What follows belongs to an exercise in optimizing a design on an open flow for small area and a short achievable clock period; a production flow would make more cautious choices. The RTL was checked by simulation tests, not by an equivalence proof against the original design. Power and IR drop assume default switching activity.

Setup of v50:
Design kmeans_cluster_store, start of the top module:
module kmeans_cluster_store
#(
    parameter int K      = kmeans_pkg::K_DEF,
    parameter int DATA_W = kmeans_pkg::DATA_W_DEF,
    parameter int DEPTH  = kmeans_pkg::DEPTH_DEF,
    parameter int IDX_W  = $clog2(K),
    parameter int ADDR_W = $clog2(DEPTH),
    parameter int CNT_W  = ADDR_W + 1
    ,parameter int SUM_W = DATA_W + ADDR_W
) (
    input  logic              clk,
    input  logic              reset,
    input  logic              in_valid,
    output logic              in_ready,
    input  logic [DATA_W-1:0] in_data,
    input  logic [IDX_W-1:0]  in_idx,
    input  logic              clr,
    input  logic              rd_en,
    input  logic [IDX_W-1:0]  rd_sel,
    input  logic [ADDR_W-1:0] rd_addr,
    output logic              rd_valid,
    output logic [DATA_W-1:0] rd_data,
    output logic [CNT_W-1:0]  cnt,
    output logic [K-1:0]      full,
    output logic              err
    ,output logic [SUM_W-1:0] sum
);
Size: roughly 7000 cells after synthesis, ~82 I/O pins.
Settings: LEC_CHECK=0, CAP_MARGIN=20, CORE_MARGIN=2, CORE_UTILIZATION=70, CTS_CLUSTER_DIAMETER=100, CTS_CLUSTER_SIZE=24, GPL_TIMING_DRIVEN=0, SETUP_SLACK_MARGIN=1.2, SLEW_MARGIN=20, SYNTH_HIERARCHICAL=1; clock period 3.5 ns.
standard.sh (not shown) runs the stock make flow with config.mk's settings and CLKGATE_MAP_FILE= SYNTH_SCRIPT=/design/flow/synth_recipe.tcl, a recipe that flattens the netlist after the stock synthesis.
==> flow/flow/run.sh <==
#!/bin/bash
# The standard layout (standard.sh), with two changes: the buffers that
# buffer_ports puts on every input and output port are buf_4 cells instead
# of the tool's default pick (a delay buffer), and the buffers that synthesis
# (ABC) inserted are removed at floorplan so that the placement-aware repair
# rebuilds the buffering. The make output goes to flow_standard.log; ORFS
# keeps each step's log under orfs/logs/.
set -uo pipefail
bash standard.sh "BUFFER_PORTS_ARGS=-buffer_cell sky130_fd_sc_hd__buf_4" REMOVE_ABC_BUFFERS=1 finish > flow_standard.log 2>&1
Edits applied to the flow inputs when going from v50 to v52:
Settings: swapping 70 for 65 in CORE_UTILIZATION; swapping 1.2 for 1.5 in SETUP_SLACK_MARGIN.
Notes after the runs:
Net total in the final layout ended up 77 higher on v52 than on v50.
Min post-place setup slack across v52 and v50: v52
v52: routed wire length is about 2.4% higher than what v50 reported.
Share of cell area taken by flip-flops and latches: v52 vs v50 down 1.3 points
Diff v50 -> v52: clock buffer count from CTS rose by 1; power has increased.
The following lists how v36 was set up differently from v52:
Settings: CORE_UTILIZATION changed from 65 to 75.
[summary]
Row area occupied by multi-input gates: v36 lower / v52 higher
In v36, the clock-buffer cell count came out 3 above the value in v52.
Against v52, v36 reports a worst-case headroom to the max-slew limit that is lower.
Comparing v52 and v36, the higher half-perimeter wire length after detailed placement is on v52.
Between v36 and v52, the total power draw figures differ only marginally.
Number of iterations in the first detailed-routing pass in v36 vs v52: down 2
Post-route minimum period: v36 vs v52 up 0.11 ns
From v52 to v36 the numbers moved as follows: number of standard cells in the final layout excluding fillers lower; post-CTS resize count went up; sequential cell area share up 0.64 points.
[v36 vs v52] number of standard-cell rows in the floorplan: lower in v36
[inputs] v17 vs v36
Settings: swapping 75 for 65 in CORE_UTILIZATION; swapping 1.5 for 1.0 in SETUP_SLACK_MARGIN.
### Flow results
Compared with v36, in v17 cell count after synthesis shows no meaningful change; multi-input gate share of total cell area decreased by 1.5 points relative to the old numbers. v36 ended up with rd_data[14]$_DFF_PN0_ as its capture point of the worst path; v17 ended up with rd_data[8]$_DFF_PN0_. When v17 is measured against v36, its non-clock buffer count turns out about 50% lower. [compare] base=v36 new=v17: share of the final layout cell area in sequential cells higher; design internal power went down by 0.56%. Reported for v36 and v17, number of max-cap violations turned out identical to the last digit. Total power consumption of the routed design on v17 is down relative to v36. Post-cts sizing count was lower in v17 than in v36. The run showing the smaller slew at the pin closest to its max-slew limit is v17. Compared to v36, the routing of v17 uses less wire. The clock network fraction of total power of v17 is higher than that of v36.

* * *

Setup of job 6380:
Another version of the RTL of kmeans_cluster_store (not shown whole).
For scale: roughly 120,000 µm² of cells after synthesis.
==> flow/config.mk <==
export PLATFORM = sky130hd
export DESIGN_NAME = kmeans_cluster_store
export DESIGN_NICKNAME = kmeans_cluster_store
export VERILOG_FILES = /design/flow/design.v
export SDC_FILE = /design/flow/constraint.sdc
export NUM_CORES = 4
export LEC_CHECK = 0
export CAP_MARGIN = 20
export CORE_MARGIN = 2
export CORE_UTILIZATION = 65
export CTS_CLUSTER_DIAMETER = 100
export CTS_CLUSTER_SIZE = 24
export GPL_TIMING_DRIVEN = 0
export SETUP_SLACK_MARGIN = 1.2
export SLEW_MARGIN = 20
export SYNTH_HIERARCHICAL = 1
==> flow/constraint.sdc <==
create_clock -name core_clock -period 3.5 [get_ports {clk}]
set_input_delay 0.7000 -clock core_clock [delete_from_list [all_inputs] [get_ports {clk}]]
set_output_delay 0.7000 -clock core_clock [all_outputs]
set_load 0.01 [all_outputs]
==> flow/flow/run.sh <==
#!/bin/bash
# The standard layout (standard.sh), with one change: the buffers that
# buffer_ports puts on every input and output port are buf_4 cells instead
# of the tool's default pick (a delay buffer). The make output goes to
# flow_standard.log; ORFS keeps each step's log under orfs/logs/.
set -uo pipefail
bash standard.sh "BUFFER_PORTS_ARGS=-buffer_cell sky130_fd_sc_hd__buf_4" finish > flow_standard.log 2>&1
Job 6380 | stages: all done | timing, DRC, antenna: all pass
## Diff of input files: job 8679 against job 6380
==> flow/run.sh (new file) <==
#!/bin/bash
# synth_recipe.tcl (not shown) runs the flow's synth.tcl, then flattens the netlist and writes it again
# the make line also repeats each setting of config.mk as NAME=value (left out here)
make -C /OpenROAD-flow-scripts/flow DESIGN_CONFIG=/design/flow/config.mk WORK_HOME=/design/flow/orfs CLKGATE_MAP_FILE= SYNTH_SCRIPT=/design/flow/synth_recipe.tcl finish
removed: flow/flow/run.sh
removed: flow/standard.sh
==> comparison <==
In the reports for job 6380 and job 8679, the smaller average wire per standard cell belongs to job 8679.
| final period demand of the worst path | job 8679 vs job 6380 | 0.11 ns higher |
Non-clock buffer count of job 8679 falls short of that of job 6380 by a little under 10%.
From job 6380 to job 8679, parity-gate share of the synthesized area counting xor and xnor cells did not move at all.
Launching element of the worst setup path = rd_addr[5]: job 8679; launching element of the worst setup path = rd_addr[3]: job 6380
As far as number of multi-input combinational cells is concerned, job 6380 and job 8679 perform about the same.
Going from job 6380 to job 8679, transition time of the tightest slew-check pin went up, clock skew went down, core utilization moved down, worst hold slack across all endpoints moved up.

separate check: timing with driven ports:
In the flow no input, the clock included, has a driving cell. The finished layouts below were timed again as built, in two steps. Step 1 (the two cells are an assumption about what drives the block):
set clk [get_ports {clk}]
set_driving_cell -lib_cell sky130_fd_sc_hd__clkbuf_16 $clk
set_driving_cell -lib_cell sky130_fd_sc_hd__buf_2 [delete_from_list [all_inputs] $clk]
Step 2, shift: input delay + t, output delay - t, t = (earliest + latest rising clock arrival at the registers) / 2. This alone moves slack from input paths to output paths. a / b / c = ideal ports / drivers / drivers and shift; a / b = the first two.
run | t (ns) | slack for setup (ns) | hold slack, ns | pins driven straight from the clock port
v50 | 0.947 | 0.940 / 0.966 / 0.020 | 0.145 / 0.074 / 0.557 | 1
v52 | 0.932 | 1.064 / 1.046 / 0.114 | 0.170 / 0.099 / 0.558 | 1
v36 | 0.924 | 0.949 / 0.859 / -0.065 | 0.167 / 0.142 / 0.561 | 1
v17 | 0.932 | 0.790 / 0.836 / -0.096 | 0.166 / 0.095 / 0.555 | 1
job 6380 | 0.944 | 0.896 / 0.856 / -0.007 | 0.049 / -0.016 / 0.556 | 1
job 8679 | 0.937 | 0.787 / 0.785 / -0.093 | 0.086 / 0.030 / 0.503 | 1
Met with ideal ports but missed after step 2: setup timing in v36, v17, job 6380 and job 8679. The setup slack of v36, which loses most, moves by -0.090 ns with the drivers and by -1.014 ns with both steps.
